Source: an optimization exercise on an open RTL-to-GDS flow (aim: small area, a short achievable clock period and few clock cycles). Production flows keep margins and buffers that such runs may drop.
RTL that was checked went through simulation tests only; none was proved equivalent to the original.
Function not checked in run 1: the RTL went through the layout flow alone.

==> flow/design.v (outline; a module is shown in full before it is edited, if it fits) <==
// module matmul_sequencer: 1516 lines
module matmul_sequencer (
  input  logic       clk,
  input  logic       rst,
  input  logic       rx_valid,
  input  logic [7:0] rx_data,
  output logic [7:0] tx_data,
  output logic       tx_valid,
  input  logic       tx_ready,
  output logic       busy,
  output logic       done,
  output logic       err
);
  // ...
==> flow/flow/run.sh <==
#!/bin/bash
set -euo pipefail
bash standard.sh SETUP_SLACK_MARGIN=7.65 CTS_CLUSTER_SIZE=25 CTS_CLUSTER_DIAMETER=70 finish > standard.log 2>&1
==> flow/standard.sh <==
#!/bin/bash
# synth_recipe.tcl (not shown) runs the flow's synth.tcl, then flattens the netlist and writes it again
# the make line also repeats each setting of config.mk as NAME=value (left out here)
make -C /OpenROAD-flow-scripts/flow DESIGN_CONFIG=/design/flow/config.mk WORK_HOME=/design/flow/orfs CLKGATE_MAP_FILE= SYNTH_SCRIPT=/design/flow/synth_recipe.tcl "${@:-finish}"
==> flow/config.mk <==
export PLATFORM = sky130hd
export DESIGN_NAME = matmul_sequencer
export DESIGN_NICKNAME = matmul_sequencer
export VERILOG_FILES = /design/flow/design.v
export SDC_FILE = /design/flow/constraint.sdc
export NUM_CORES = 4
export LEC_CHECK = 0
export CAP_MARGIN = 20
export CORE_MARGIN = 2
export CORE_UTILIZATION = 40
export PLACE_DENSITY = 0.6
export SLEW_MARGIN = 20
==> flow/constraint.sdc <==
create_clock -name core_clock -period 11.0 [get_ports {clk}]
set_input_delay 2.2000 -clock core_clock [delete_from_list [all_inputs] [get_ports {clk}]]
set_output_delay 2.2000 -clock core_clock [all_outputs]
set_load 0.01 [all_outputs]
==> impl_metrics.yaml, run 1 <==
status:
  status: "timing/DRC/antenna clean"
clock_tree:
  cts_hold_buf: 0
  ctsLongestPathBuffers: 3
synthesis:
  async_reset_ff_share_pct: 4.37
  ys_seq_area_share_pct: 55.8
  synthTopCellsByCount: "dfxtp_1, inv_1, nand2_1"
  synth_seq_cells: 1327
  synth_top_family_by_area: "adder cells"
  ys.flop_type: "dfxtp_1"
sta:
  setup_violations: 0
  rsz0062_at_grt: "yes"
  min_period_over_period_pct: 31.1
global_routing:
  gr-usage-met2_pct: 32.2
layout:
  final_common_cell: "dfxtp_1"
  inverters: 317
  largestRegisters: "ar: 512 flops, cr: 512 flops, cut_q: 93 flops"
  clock_area_share_pct: 4.38
  design_area_um2: 56100
  register_area_um2: 27900
setup_path:
  timing.rr.start: "cut_q[3]$_DFF_P_"
  path_buf_inv: 1
  end_kind: "primary output"
hold_path:
  hold_depth: 0
place:
  dpl_cell_area_um2: 51900
drt:
  num_vias: 30100
==> run 2: changes to the inputs <==
--- a/flow/design.v
+++ b/flow/design.v
@@ -24,40 +24,31 @@
   logic [31:0] ains [0:3];
   logic [31:0] cins [0:3];
   logic        s2v_q, s2fin_q, s2last_q;
   logic [1:0]  s2j_q;
   logic        wfin_q;
   logic [1:0]  wfj_q;
   logic [2:0]  fcol_q;
   logic [31:0] w_q;
-  logic        wv_q, wlast_q, sv_q, slast_q;
-  logic [7:0]  s_q;
+  logic        wv_q, wlast_q;
   logic [1:0]  wb_q, oi_q, oj_q;
   logic        oall_q;
   logic [7:0]  tx_data_q;
   logic        tx_valid_q, tx_last_q;
   logic        rxv, wend, hdr_ok, bload, going_busy, awe;
   logic [31:0] word_d;
   assign rxv    = rx_valid & ~busy_q;
   assign wend   = rxv & (bcnt_q == 2'd3);
   assign word_d = {word_q, rx_data};
   assign hdr_ok = ~nz_q & (rx_data[7:3] == 5'd0) & (rx_data[2:0] != 3'd0) &
                   ~(rx_data[2] & (rx_data[1:0] != 2'd0));
   assign bload  = wend & (st_q == S_B);
   assign going_busy = bload & (ci_q == nm1_q) & (ck_q == pm1_q);
-  function automatic logic [1:0] sig(input logic [1:0] ph);
-    unique case (ph)
-      2'd0:    sig = 2'd0;
-      2'd1:    sig = 2'd2;
-      2'd2:    sig = 2'd3;
-      default: sig = 2'd1;
-    endcase
-  endfunction
-  assign awe    = apend_q & (sig(lph_q + 2'd1) == tr_q);
+  assign awe    = apend_q & ((lph_q + 2'd1) == tr_q);
   always_ff @(posedge clk) begin
     if (rxv) word_q <= word_d[23:0];
     if (wend) hw_q <= word_d;
   end
   always_comb begin
     for (int k = 0; k < 4; k++) begin
       ains[k] = (awe && tk_q == 2'(k)) ? hw_q : ar[k][3];
     end
@@ -1321,45 +1312,41 @@
   assign t_c[28] = s269;
   assign t_s[29] = c269;
   assign t_c[29] = s270;
   assign t_s[30] = c270;
   assign t_c[30] = s271;
   assign t_s[31] = c271;
   assign t_c[31] = s272;
   always_ff @(posedge clk) cut_q <= cut_d;
-  logic        take, txfree, busy_eff, tx_go, from_s, w_to_tx, w_split;
-  logic        wfree, avail, load, direct;
+  logic        take, txfree, busy_eff, tx_go, w_to_tx, wfree, avail, load, direct;
   logic [31:0] src;
   logic [7:0]  wbyte;
   assign take     = tx_valid_q & tx_ready;
   assign txfree   = ~tx_valid_q | tx_ready;
   assign busy_eff = busy_q | going_busy;
   assign tx_go    = txfree & busy_eff;
-  assign from_s   = tx_go & sv_q;
-  assign w_to_tx  = tx_go & ~sv_q & wv_q;
-  assign w_split  = w_to_tx & (wb_q == 2'd2);
-  assign wfree    = ~wv_q | (txfree & busy_q & ~sv_q & wb_q[1]);
+  assign w_to_tx  = tx_go & wv_q;
+  assign wfree    = ~wv_q | (w_to_tx & (wb_q == 2'd3));
   assign src      = cr[oj_q][0];
-  assign avail    = st_q[1] & ~oall_q & (sig(lph_q - 2'd2) == oi_q) &
+  assign avail    = st_q[1] & ~oall_q & ((lph_q + 2'd2) == oi_q) &
                     (({1'b0, oj_q} < fcol_q) | (wfin_q & (wfj_q == oj_q)));
   assign load     = avail & wfree;
-  assign direct   = load & tx_go & ~wv_q & ~sv_q;
+  assign direct   = load & tx_go & ~wv_q;
   always_comb begin
     unique case (wb_q)
       2'd0:    wbyte = w_q[31:24];
       2'd1:    wbyte = w_q[23:16];
       2'd2:    wbyte = w_q[15:8];
       default: wbyte = w_q[7:0];
     endcase
   end
   always_ff @(posedge clk) begin
     if (load) w_q <= src;
-    if (w_split) s_q <= w_q[7:0];
-    if (tx_go) tx_data_q <= sv_q ? s_q : (wv_q ? wbyte : src[31:24]);
+    if (tx_go) tx_data_q <= wv_q ? wbyte : src[31:24];
   end
   always_ff @(posedge clk or posedge rst) begin
     if (rst) begin
       st_q      <= S_HDR;
       bcnt_q    <= '0;
       hcnt_q    <= '0;
       lph_q     <= '0;
       mm1_q     <= '0;
@@ -1382,18 +1369,16 @@
       s2fin_q   <= 1'b0;
       s2last_q  <= 1'b0;
       s2j_q     <= '0;
       wfin_q    <= 1'b0;
       wfj_q     <= '0;
       fcol_q    <= '0;
       wv_q      <= 1'b0;
       wlast_q   <= 1'b0;
-      sv_q      <= 1'b0;
-      slast_q   <= 1'b0;
       wb_q      <= '0;
       oi_q      <= '0;
       oj_q      <= '0;
       oall_q    <= 1'b0;
       tx_valid_q <= 1'b0;
       tx_last_q <= 1'b0;
     end else begin
       done_q <= 1'b0;
@@ -1481,27 +1466,21 @@
           oj_q <= '0;
           if (oi_q == mm1_q) oall_q <= 1'b1;
           else oi_q <= oi_q + 2'd1;
         end else begin
           oj_q <= oj_q + 2'd1;
         end
       end else if (w_to_tx) begin
         wb_q <= wb_q + 2'd1;
-        if (wb_q[1]) wv_q <= 1'b0;
-      end
-      if (w_split) begin
-        sv_q    <= 1'b1;
-        slast_q <= wlast_q;
-      end else if (from_s) begin
-        sv_q    <= 1'b0;
+        if (wb_q == 2'd3) wv_q <= 1'b0;
       end
       if (tx_go) begin
-        tx_valid_q <= sv_q | wv_q | direct;
-        tx_last_q  <= sv_q ? slast_q : (wv_q & wlast_q & (wb_q == 2'd3));
+        tx_valid_q <= wv_q | direct;
+        tx_last_q  <= wv_q & wlast_q & (wb_q == 2'd3);
       end
       if (take && tx_last_q) begin
         done_q <= 1'b1;
         busy_q <= 1'b0;
         st_q   <= S_HDR;
         oi_q   <= '0;
         oj_q   <= '0;
         oall_q <= 1'b0;
==> flow/flow/run.sh (replaced) <==
#!/bin/bash
set -euo pipefail
bash standard.sh SETUP_SLACK_MARGIN=7.55 CTS_CLUSTER_SIZE=25 CTS_CLUSTER_DIAMETER=70 finish > standard.log 2>&1
==> impl_metrics.yaml, run 2 <==
status:
  status: "timing/DRC/antenna clean"
synthesis:
  netlist_instances: 3962
  synth_seq_cells: 1317
  ys.flop_type: "dfxtp_1"
  ys_types: 74
  async_reset_ff_share_pct: 4.25
  synth_nets: 4283
  synth_area_leaders: "dfxtp_1, fa_1, edfxtp_1"
  yosys_warnings: 6
  synthTopCellsByCount: "dfxtp_1, inv_1, nand2_1"
  syn_avg_cell_area_um2: 12.2
  synth_area_leader_cell: "dfxtp_1"
  synth.top_cell.area_share_pct: 48.3
  synth_edf_count: 96
  ys_seq_area_share_pct: 57.2
  synth.most_common_cell: "dfxtp_1"
  synth_area_um2: 48300
layout:
  nNetsFinal: 4261
  fillCellCount: 11000
  syn_to_final_growth_pct: 10.5
  final_cell_mix: "dfxtp_1, inv_1, nand2_1"
  fin_cells: 5588
  largestRegisters: "ar: 512 flops, cr: 512 flops, cut_q: 93 flops"
  final_common_cell: "dfxtp_1"
  postLayoutCoreUtil_pct: 44.5
  drive_gt1_share_pct: 12.4
sta:
  rsz0062_at_grt: "yes"
  fin_setup_tns_ps: 0
  worst_slack_ps: 7560
  clock.fmax_mhz: 290
  max_slew_margin_pct: 40.1
  skew_ps: 30.3
  drv_slew: 0
  hold_viol_final: 0
  setup_violations: 0
  min_period_over_period_pct: 31.3
  layout_min_cycle_time_ps: 3440
  worst_pin_slew_ps: 893
setup_path:
  worstPathMaxFanout: 4
  crit_arrival_ps: 4040
  startpoint_type: "input pin"
  worstSetupPathType: "input pin to flop"
  end_kind: "flop"
  worstPathRequired_ps: 11600
drt:
  drtIter0Drc: 2172
  routed_wl_um: 117000
  drc: 0
  ant_nets: 0
  drt_pass1_iterations: 6
  num_vias: 28300
  routedWlPerCell_um: 21.0
  via_per_inst: 5.06
clock_tree:
  insertion_delay_ps: 670
  cts_sinks: 1317
  h-tree-depth: 3
  cts_tree: "done"
  clk_pin_slew_ps: 100
  ctsLongestPathBuffers: 3
  cts_hold_buf: 0
  cts_root_buf: "clkbuf_16"
  numCtsBuffers: 68
floorplan:
  ios: 24
  dieHeight_um: 352
  die_area_um2: 124000
  start_util_pct: 40.3
  rows: 127
  die_w_um: 352
  core_region_area_um2: 120000
global_routing:
  first_global_vias: 29000
  track_usage_pct: 19.1
  grt_max_degree: 65
  grt_antenna_before_repair: 4
  grt_pass1_wl_um: 179000
  grt_overflow_total: 0
place:
  dp_slack_ps: 5550
  hpwlAfterDp_um: 74600
  io_buffers: 23
  place_inst: 5416
  place_congestion: 0.843
job:
  drv_cap: 0
hold_path:
  min_path_type: "flop to flop"
==> run 2: changes by cell type after synthesis, moves of 13 or more <==
cell,delta
nor2_1,+22
nand2b_1,+16
o211ai_1,-23
or3_1,-15
nor3_1,-18
mux2i_1,-21
o221ai_1,+14
o22ai_1,+13
a211o_1,-22
nand3_1,-21
nand2_1,+31
o21ai_0,-35
==> run 2: worst paths after layout <==
check | from | to | slack (ps) | depth (start not counted)
setup / recovery | rx_data[5] | ck_q[1]$_DFFE_PP0P_ | 7560 | 8
hold / removal | cr[1][14]$_DFF_P_ | cr[2][14]$_DFF_P_ | 320 | 0
setup reg to reg | bone_q[2]$_DFF_P_ | cut_q[61]$_DFF_P_ | 7610 | 8
hold reg to reg | cr[1][14]$_DFF_P_ | cr[2][14]$_DFF_P_ | 320 | 0
max in group asynchronous | rst | tj_q[1]$_DFFE_PP0N_ | 8310 | 3
min in group asynchronous | rst | bcnt_q[0]$_DFFE_PP0N_ | 2100 | 3
==> run 2: cells by family after synthesis <==
logic type / after synthesis / share of synthesized area, %
muxes: 236 / 6.08
DFF: 1317 / 57.2
xor gates and xnor gates: 369 / 6.69
and+or+nand+nor: 532 / 5.00
buffers and inverters: 552 / 4.31
adders and majority gates: 309 / 11.5
AOI/OAI and AO/OA: 647 / 9.26
==> run 2: critical path, cell delays in order <==
cell	delay (ps)
dlygate4sd2_1	280
nor2_4	170
nand4_1	250
o21ai_2	200
o21ai_2	90
or2_4	280
or4b_4	480
nand2_2	80
==> run 2: layout make-up <==
cell class                 instances  area [µm²]  share of cell area (%)
tap                             1612        2020                    3.78
sequential                      1317       27600                    51.8
timing repair buffer             153        1390                    2.60
inverter                         304        1140                    2.15
clock buffer                      83        1810                    3.39
multi-input combinational       2096       19100                    35.7
clock inverter                    21         308                   0.577
antenna                            2        5.00                 0.00938
==> run 2: metal layers <==
metal / global-route usage [%] / up-vias / part of all wire, %
met1: 26.5 / 14100 / 46
li1: - / 13200 / -
met5: 0 / - / 0
met4: 6.37 / 0 / 3.2
met2: 30.7 / 805 / 45
met3: 2.82 / 217 / 5.1
==> run 2: timing repair <==
action,CTS,global route
setup buffers,51,11
endpoints found under the setup margin,203,97
pin swaps,10,16
gates resized for setup,122,54
gates cloned,4,0
endpoints found under the hold margin,0,0
==> run 2: through the flow <==
stage | cell area, µm² | hold slack, ps
4_1_cts | 53100 | 320
3_5_place_dp | 50200 | 312
6_report | 53400 | 317
5_1_grt | 53400 | 322
2_1_floorplan | 48400 | 310
3_3_place_gp | 50200 | 310
Testbench counts of run 2, summed over its fixed seeds: cycles 26,589.
==> run 3: changes to the inputs <==
==> flow/flow/run.sh (replaced) <==
#!/bin/bash
set -euo pipefail
bash standard.sh SETUP_SLACK_MARGIN=7.75 CTS_CLUSTER_SIZE=25 CTS_CLUSTER_DIAMETER=70 finish > standard.log 2>&1
==> impl_metrics.yaml, run 3 <==
status:
  status: "timing/DRC/antenna clean"
setup_path:
  path_buf_inv: 1
  slowest_stage: "dfrtp_2"
  crit_arrival_ps: 1220
  timing.rr.start: "tj_q[0]$_DFFE_PP0N_"
  crit_chain: "buf_6"
  reg2reg_to: "cut_q[57]$_DFF_P_"
  crit_family: "flip-flops"
  slowest_delay_ps: 440
  worstPathRequired_ps: 8800
  worstSetupStartpoint: "busy_q$_DFFE_PP0P_"
  worstPathMaxFanout: 2
  startpoint_type: "flop"
  cp.depth: 1
  cp-endpoint: "busy"
  worstSetupPathType: "flop to primary output"
  end_kind: "primary output"
  r2r_cells: 8
  rrSetupSlack_ps: 7740
synthesis:
  async_reset_ff_share_pct: 4.25
  synth_edf_count: 96
  ys.flop_type: "dfxtp_1"
  synth_area_leader_cell: "dfxtp_1"
  synth_nets: 4283
  synth.most_common_cell: "dfxtp_1"
  ys_types: 74
  ys_seq_area_share_pct: 57.2
  synth.top_cell.area_share_pct: 48.3
  synth_area_leaders: "dfxtp_1, fa_1, edfxtp_1"
  netlist_instances: 3962
  yosys_warnings: 6
  synthTopCellsByCount: "dfxtp_1, inv_1, nand2_1"
  synth_area_um2: 48300
  synth_seq_cells: 1317
  syn_avg_cell_area_um2: 12.2
sta:
  hold_viol_final: 0
  setup_violations: 0
  layout_min_cycle_time_ps: 3420
  max_slew_margin_pct: 37.3
  worst_pin_slew_ps: 936
  min_period_over_period_pct: 31.1
  drv_slew: 0
  clock.fmax_mhz: 292
  skew_ps: 31.5
  rsz0062_at_grt: "yes"
  fin_setup_tns_ps: 0
drt:
  drt_pass1_iterations: 5
  routedWlPerCell_um: 21.4
  ant_nets: 0
  num_vias: 28700
  drc: 0
  drtIter0Drc: 2587
  via_per_inst: 5.09
  routed_wl_um: 120000
layout:
  drive_gt1_share_pct: 15.8
  fillCellCount: 10800
  design_area_um2: 54600
  nNetsFinal: 4301
  largestRegisters: "ar: 512 flops, cr: 512 flops, cut_q: 93 flops"
  syn_to_final_growth_pct: 13.1
  diodes: 0
  final_cell_mix: "dfxtp_1, inv_1, nand2_1"
  final_common_cell: "dfxtp_1"
floorplan:
  core_region_area_um2: 120000
  ios: 24
  rows: 127
  die_w_um: 352
  dieHeight_um: 352
  die_area_um2: 124000
  start_util_pct: 40.3
place:
  dpl_cell_area_um2: 50300
  hpwlAfterDp_um: 75400
  place_congestion: 0.847
  io_buffers: 23
global_routing:
  first_global_vias: 29000
  grt_overflow_total: 0
  track_usage_pct: 19.3
  grt_antenna_before_repair: 2
  grt_pass1_wl_um: 181000
  grt_max_degree: 65
clock_tree:
  ctsLongestPathBuffers: 3
  numCtsBuffers: 70
  cts_tree: "done"
  cts_root_buf: "clkbuf_16"
  cts_sinks: 1317
  insertion_delay_ps: 670
  h-tree-depth: 3
  clk_pin_slew_ps: 90
job:
  drv_cap: 0
hold_path:
  min_path_type: "flop to flop"
-- run 3: through the flow --
| stage | hold slack [ps] | util [%] | instances | setup WS, ps |
|---|---|---|---|---|
| floorplan | 310 | - | 3962 | 6910 |
| global placement | 310 | 41.9 | 5416 | 5550 |
| detailed placement | 312 | 41.9 | 5417 | 5540 |
| CTS | 309 | 44.7 | 5594 | 7540 |
| global route | 303 | 45.6 | 5629 | 7530 |
| finish | 308 | 45.6 | 5629 | 7580 |
-- run 3: cell type report --
type	instances	area, µm²	area share, %
sequential	1317	27600	50.6
multi-input combinational	2096	19600	35.8
timing repair buffer	191	2060	3.77
tap	1612	2020	3.69
clock buffer	84	1870	3.42
inverter	304	1160	2.13
clock inverter	25	337	0.616
-- run 3: cell families after synthesis --
| logic type | Yosys count | share of synthesized area, % |
|---|---|---|
| AO/OA/AOI/OAI | 647 | 9.26 |
| XOR/XNOR | 369 | 6.69 |
| adder cells (fa/ha/maj) | 309 | 11.5 |
| buffers and inverters | 552 | 4.31 |
| flip-flops | 1317 | 57.2 |
| multiplexers | 236 | 6.08 |
| AND/OR/NAND/NOR | 532 | 5.00 |
-- run 3: per-layer routing --
metal  wire length, µm  global-route usage, %  vias to the layer above  part of all wire [%]
met4              4430                   6.92                        0                   3.7
met1             55800                   27.4                    14200                    46
li1                  -                      -                    13200                     -
met5                 0                      0                        -                     0
met2             53200                   29.8                      946                    44
met3              7090                   2.83                      255                   5.9
-- run 3: worst min path at each step --
stage,start,endpoint,slack (ps),cells past startpoint
CTS,ar[5][4]$_DFF_P_,ar[6][4]$_DFF_P_,310,0
detailed placement,ar[0][27]$_DFF_P_,ar[1][27]$_DFF_P_,310,0
floorplan,ar[9][0]$_DFF_P_,ar[10][0]$_DFF_P_,310,0
global placement,ar[0][14]$_DFF_P_,ar[1][14]$_DFF_P_,310,0
global route,ar[5][4]$_DFF_P_,ar[6][4]$_DFF_P_,300,0
finish,ar[5][4]$_DFF_P_,ar[6][4]$_DFF_P_,310,0
-- run 3: timing repair --
item,4_1_cts,5_1_grt
setup endpoints to repair,266,150
hold buffers,0,0
resized for setup,202,168
pin swaps,31,80
buffers inserted,65,28
endpoints found under the hold margin,0,0
cloned,3,7
==> run 4: changes to the inputs <==
==> flow/flow/run.sh (replaced) <==
#!/bin/bash
set -euo pipefail
bash standard.sh SETUP_SLACK_MARGIN=7.65 CTS_CLUSTER_SIZE=30 CTS_CLUSTER_DIAMETER=70 finish > standard.log 2>&1
==> impl_metrics.yaml, run 4 <==
layout:
  fillCellCount: 11100
  largestRegisters: "ar: 512 flops, cr: 512 flops, cut_q: 93 flops"
  drive_gt1_share_pct: 13.0
  nNetsFinal: 4260
  final_cell_mix: "dfxtp_1, inv_1, nand2_1"
  final_common_cell: "dfxtp_1"
  syn_to_final_growth_pct: 10.6
setup_path:
  crit_arrival_ps: 1260
  crit_family: "flip-flops"
  slowest_delay_ps: 450
  worstPathMaxFanout: 2
  worstPathRequired_ps: 8800
  worstSetupPathType: "flop to primary output"
  startpoint_type: "flop"
  end_kind: "primary output"
  path_buf_inv: 1
  slowest_stage: "dfrtp_2"
  crit_chain: "buf_6"
floorplan:
  start_util_pct: 40.3
  core_region_area_um2: 120000
  die_w_um: 352
  dieHeight_um: 352
  rows: 127
  die_area_um2: 124000
  ios: 24
sta:
  whs_ps: 321
  rsz0062_at_grt: "yes"
  setup_violations: 0
  skew_ps: 33.0
  hold_viol_final: 0
  max_slew_margin_pct: 44.7
  fin_setup_tns_ps: 0
  layout_min_cycle_time_ps: 3460
  worst_pin_slew_ps: 830
  min_period_over_period_pct: 31.4
  drv_slew: 0
  clock.fmax_mhz: 289
hold_path:
  min_path_type: "flop to flop"
synthesis:
  synth_area_um2: 48300
  synth-xor-area-share_pct: 6.69
  synth_compound_area_share_pct: 9.26
  syn_avg_cell_area_um2: 12.2
  synthMuxAreaShare_pct: 6.08
  ys_types: 74
  netlist_instances: 3962
  synthTopCellsByCount: "dfxtp_1, inv_1, nand2_1"
  yosys_warnings: 6
  ys.flop_type: "dfxtp_1"
  async_reset_ff_share_pct: 4.25
  synth_seq_cells: 1317
  synth.most_common_cell: "dfxtp_1"
  synth-simple-area-share_pct: 5.00
  synth_nets: 4283
  synth.top_cell.area_share_pct: 48.3
  synth_edf_count: 96
  synthAdderAreaFrac_pct: 11.5
  ys_seq_area_share_pct: 57.2
  synth_top_family_by_area: "adder cells"
  synth_area_leader_cell: "dfxtp_1"
  synth_area_leaders: "dfxtp_1, fa_1, edfxtp_1"
drt:
  ant_nets: 0
  drc: 0
  routed_wl_um: 117000
  via_per_inst: 5.08
  drtIter0Drc: 2441
  num_vias: 28400
  drt_pass1_iterations: 8
  routedWlPerCell_um: 21.0
clock_tree:
  h-tree-depth: 2
  cts_sinks: 1317
  numCtsBuffers: 58
  ctsLongestPathBuffers: 3
  insertion_delay_ps: 690
  cts_tree: "done"
  cts_hold_buf: 0
  clk_pin_slew_ps: 110
  cts_root_buf: "clkbuf_16"
place:
  io_buffers: 23
  place_congestion: 0.836
  hpwlAfterDp_um: 74600
global_routing:
  grt_antenna_before_repair: 1
  grt_max_degree: 65
  grt_overflow_total: 0
  grt_pass1_wl_um: 178000
  grt_busiest_layer: "met2"
  grtUsageMet1_pct: 27.0
  first_global_vias: 28500
  met3_usage_pct: 2.76
  gr-usage-met2_pct: 29.9
  track_usage_pct: 19.0
status:
  status: "timing/DRC/antenna clean"
job:
  drv_cap: 0
## run 4: layout make-up
type                    instances  area (µm²)  share of cell area, %
diodes                          1        2.50                0.00469
clock buffers                  68        1530                   2.87
clock inverters                25         365                  0.684
inverters                     304        1150                   2.15
multi-input cells            2096       19100                   35.9
flip-flops and latches       1317       27700                   51.8
well taps                    1612        2020                   3.78
repair buffers                162        1540                   2.89
## run 4: timing repair
action	4_1_cts	5_1_grt
cloned	3	0
resized for setup	137	81
setup buffers	57	21
endpoints found under the setup margin	254	136
pin swaps	14	23
## run 4: final timing paths
check	startpoint	endpoint	slack (ps)	cells past startpoint
worst max-delay path	busy_q$_DFFE_PP0P_	busy	7540	1
worst min-delay path	ar[9][0]$_DFF_P_	ar[10][0]$_DFF_P_	320	0
worst max register to register	tj_q[1]$_DFFE_PP0N_	cut_q[57]$_DFF_P_	7720	7
worst min register to register	ar[9][0]$_DFF_P_	ar[10][0]$_DFF_P_	320	0
max in group asynchronous	rst	tj_q[0]$_DFFE_PP0N_	8350	3
min in group asynchronous	rst	nz_q$_DFFE_PP0N_	2090	3
## run 4: metal layers
metal / vias to the layer above / part of all wire (%)
met2: 854 / 44
met1: 14100 / 47
met4: 0 / 3.1
met3: 238 / 5.5
met5: - / 0
li1: 13200 / -
## run 4: per-stage QoR
| stage | setup WS (ps) | std cells | util, % | instance area [µm²] |
|---|---|---|---|---|
| floorplan | 6910 | 3962 | - | 48400 |
| finish | 7540 | 5585 | 44.6 | 53400 |
| global route | 7490 | 5584 | 44.6 | 53400 |
| global placement | 5610 | 5409 | 41.9 | 50200 |
| detailed placement | 5550 | 5410 | 41.9 | 50200 |
| CTS | 7500 | 5563 | 44.1 | 52900 |
## run 4: cells by family (layout without fill, tap and decap cells)
logic type | count (synthesis) | in the layout
DFF | 1317 | 1317
AOI/OAI and AO/OA | 647 | 647
buffers and inverters | 552 | 559
and+or+nand+nor | 532 | 535
xor gates and xnor gates | 369 | 369
adders and majority gates | 309 | 309
muxes | 236 | 236
other | 0 | 1
==> run 5: changes to the inputs <==
==> flow/flow/run.sh (replaced) <==
#!/bin/bash
set -euo pipefail
bash standard.sh SETUP_SLACK_MARGIN=7.65 CTS_CLUSTER_SIZE=25 CTS_CLUSTER_DIAMETER=70 finish > standard.log 2>&1
==> impl_metrics.yaml, run 5 <==
status:
  status: "timing/DRC/antenna clean"
clock_tree:
  numCtsBuffers: 68
  cts_root_buf: "clkbuf_16"
  h-tree-depth: 3
  clk_pin_slew_ps: 90
  cts_sinks: 1317
  insertion_delay_ps: 660
  cts_tree: "done"
  ctsLongestPathBuffers: 3
  cts_hold_buf: 0
drt:
  drc: 0
  num_vias: 28400
  routed_wl_um: 118000
  drtIter0Drc: 2275
  ant_nets: 0
  routedWlPerCell_um: 21.1
  drt_pass1_iterations: 8
  via_per_inst: 5.08
layout:
  drive_gt1_share_pct: 13.1
  final_common_cell: "dfxtp_1"
  register_area_um2: 27700
  design_area_um2: 53600
  syn_to_final_growth_pct: 10.9
  largestRegisters: "ar: 512 flops, cr: 512 flops, cut_q: 93 flops"
  multiInputGateArea_um2: 19200
  fillCellCount: 11100
  final_cell_mix: "dfxtp_1, inv_1, nand2_1"
  nNetsFinal: 4266
sta:
  skew_ps: 37.3
  layout_min_cycle_time_ps: 3430
  max_slew_margin_pct: 45.0
  fin_setup_tns_ps: 0
  hold_viol_final: 0
  rsz0062_at_grt: "yes"
  setup_violations: 0
  worst_pin_slew_ps: 822
  clock.fmax_mhz: 291
  whs_ps: 319
  drv_slew: 0
  min_period_over_period_pct: 31.2
synthesis:
  synth_area_um2: 48300
  synth.most_common_cell: "dfxtp_1"
  synthTopCellsByCount: "dfxtp_1, inv_1, nand2_1"
  synth_seq_cells: 1317
  ys_seq_area_share_pct: 57.2
  synth_edf_count: 96
  async_reset_ff_share_pct: 4.25
  synth_area_leader_cell: "dfxtp_1"
  synth_nets: 4283
  yosys_warnings: 6
  ys.flop_type: "dfxtp_1"
  ys_types: 74
  synth_area_leaders: "dfxtp_1, fa_1, edfxtp_1"
  syn_avg_cell_area_um2: 12.2
  synth.top_cell.area_share_pct: 48.3
  netlist_instances: 3962
global_routing:
  grt_pass1_wl_um: 179000
  grt_overflow_total: 0
  grt_antenna_before_repair: 1
  first_global_vias: 28600
  grt_max_degree: 65
  track_usage_pct: 19.1
job:
  drv_cap: 0
setup_path:
  worstPathMaxFanout: 2
  end_kind: "primary output"
  worstSetupPathType: "flop to primary output"
  crit_chain: "buf_6"
  slowest_delay_ps: 450
  slowest_stage: "dfrtp_2"
  rrSetupSlack_ps: 7720
  path_buf_inv: 1
  startpoint_type: "flop"
  worstPathRequired_ps: 8800
  crit_arrival_ps: 1230
  crit_family: "flip-flops"
place:
  io_buffers: 23
  hpwlAfterDp_um: 74600
  dpl_cell_area_um2: 50200
  place_congestion: 0.836
floorplan:
  core_region_area_um2: 120000
  die_area_um2: 124000
  start_util_pct: 40.3
  rows: 127
  ios: 24
  die_w_um: 352
  dieHeight_um: 352
hold_path:
  min_path_type: "flop to flop"
-- run 5: cell count changes in the layout (fill, tap and decap cells not counted), moves of 3 or more --
| cell | before | now |
|---|---|---|
| a22oi_1 | 248 | 255 |
| a22oi_2 | 18 | 11 |
| buf_4 | 92 | 89 |
| buf_6 | 29 | 25 |
| clkbuf_1 | 8 | 12 |
| clkbuf_16 | 60 | 70 |
| inv_16 | 3 | 0 |
-- run 5: area by class of cell --
| type | instances | area share (%) |
|---|---|---|
| clock buffers | 83 | 3.36 |
| multi-input cells | 2097 | 35.8 |
| flip-flops and latches | 1317 | 51.6 |
| repair buffers | 157 | 2.81 |
| well taps | 1612 | 3.77 |
| clock inverters | 22 | 0.500 |
| diodes | 1 | 0.00467 |
| inverters | 304 | 2.15 |
-- run 5: metal layers --
metal / track usage (%) / wire length [µm] / up-vias
li1: - / - / 13200
met4: 6.40 / 3830 / 0
met3: 2.76 / 6880 / 238
met2: 29.8 / 52500 / 953
met5: 0 / 0 / -
met1: 27.1 / 54600 / 14000
-- run 5: path summary, 6_finish.rpt --
| path | startpoint | to | cells after the start |
|---|---|---|---|
| setup / recovery | busy_q$_DFFE_PP0P_ | busy | 1 |
| hold reg to reg | ar[0][2]$_DFF_P_ | ar[1][2]$_DFF_P_ | 0 |
| hold / removal | ar[0][2]$_DFF_P_ | ar[1][2]$_DFF_P_ | 0 |
| max in group asynchronous | rst | tj_q[0]$_DFFE_PP0N_ | 3 |
| min in group asynchronous | rst | mm1_q[1]$_DFFE_PP0P_ | 3 |
| setup reg to reg | hw_q[7]$_DFFE_PN_ | cut_q[89]$_DFF_P_ | 8 |
-- run 5: kinds of logic after synthesis --
group                    Yosys count  share of synthesized area [%]
AO/OA/AOI/OAI                    647                           9.26
XOR/XNOR                         369                           6.69
adder cells (fa/ha/maj)          309                           11.5
buffers and inverters            552                           4.31
flip-flops                      1317                           57.2
multiplexers                     236                           6.08
AND/OR/NAND/NOR                  532                           5.00
-- run 5: stage by stage --
| step | setup WS, ps | cells | util (%) |
|---|---|---|---|
| floorplan | 6910 | 3962 | - |
| global placement | 5610 | 5409 | 41.9 |
| detailed placement | 5550 | 5410 | 41.9 |
| CTS | 7520 | 5570 | 44.2 |
| global route | 7520 | 5592 | 44.7 |
| finish | 7570 | 5593 | 44.7 |
-- run 5: timing repair --
action | in CTS | in global routing
gates resized for setup | 139 | 80
cloned | 3 | 1
setup buffers | 52 | 21
pin swaps | 14 | 16
endpoints found under the setup margin | 250 | 124

-- afterwards: timing with drivers on the ports --
Ports are ideal in the flow. The routed layouts listed here were re-timed in OpenROAD.
Step 1 sets driving cells, clkbuf_16 on the clock port and buf_2 on the other inputs (assumed; they add their load-dependent delay and slew).
Step 2 times the ports against the registers' clock, not the clock port: input delays grow and output delays shrink by t, the midpoint of the rising clock arrivals with the driver on.
Three values: no drivers, after step 1, after step 2; two values: the first two.
| run | shift t [ns] | slack for setup (ns) | hold WS [ns] | worst setup path at the end | latest minus earliest clock arrival (ns) |
|---|---|---|---|---|---|
| run 1 | 0.728 | 7.575 / 7.504 / 6.906 | 0.310 / 0.310 / 0.310 | input to register | 0.055 / 0.055 |
| run 2 | 0.730 | 7.556 / 7.484 / 6.816 | 0.317 / 0.317 / 0.317 | input to register | 0.034 / 0.033 |
| run 3 | 0.726 | 7.577 / 7.501 / 7.064 | 0.308 / 0.308 / 0.308 | input to register | 0.034 / 0.033 |
| run 4 | 0.746 | 7.543 / 7.469 / 6.946 | 0.321 / 0.321 / 0.321 | input to register | 0.036 / 0.036 |
| run 5 | 0.721 | 7.568 / 7.494 / 6.992 | 0.319 / 0.319 / 0.319 | input to register | 0.041 / 0.040 |
After both steps setup and hold are still met in every run listed. For run 2, which loses most, drivers alone change the setup slack by -0.072 ns; drivers and shift together by -0.740 ns.
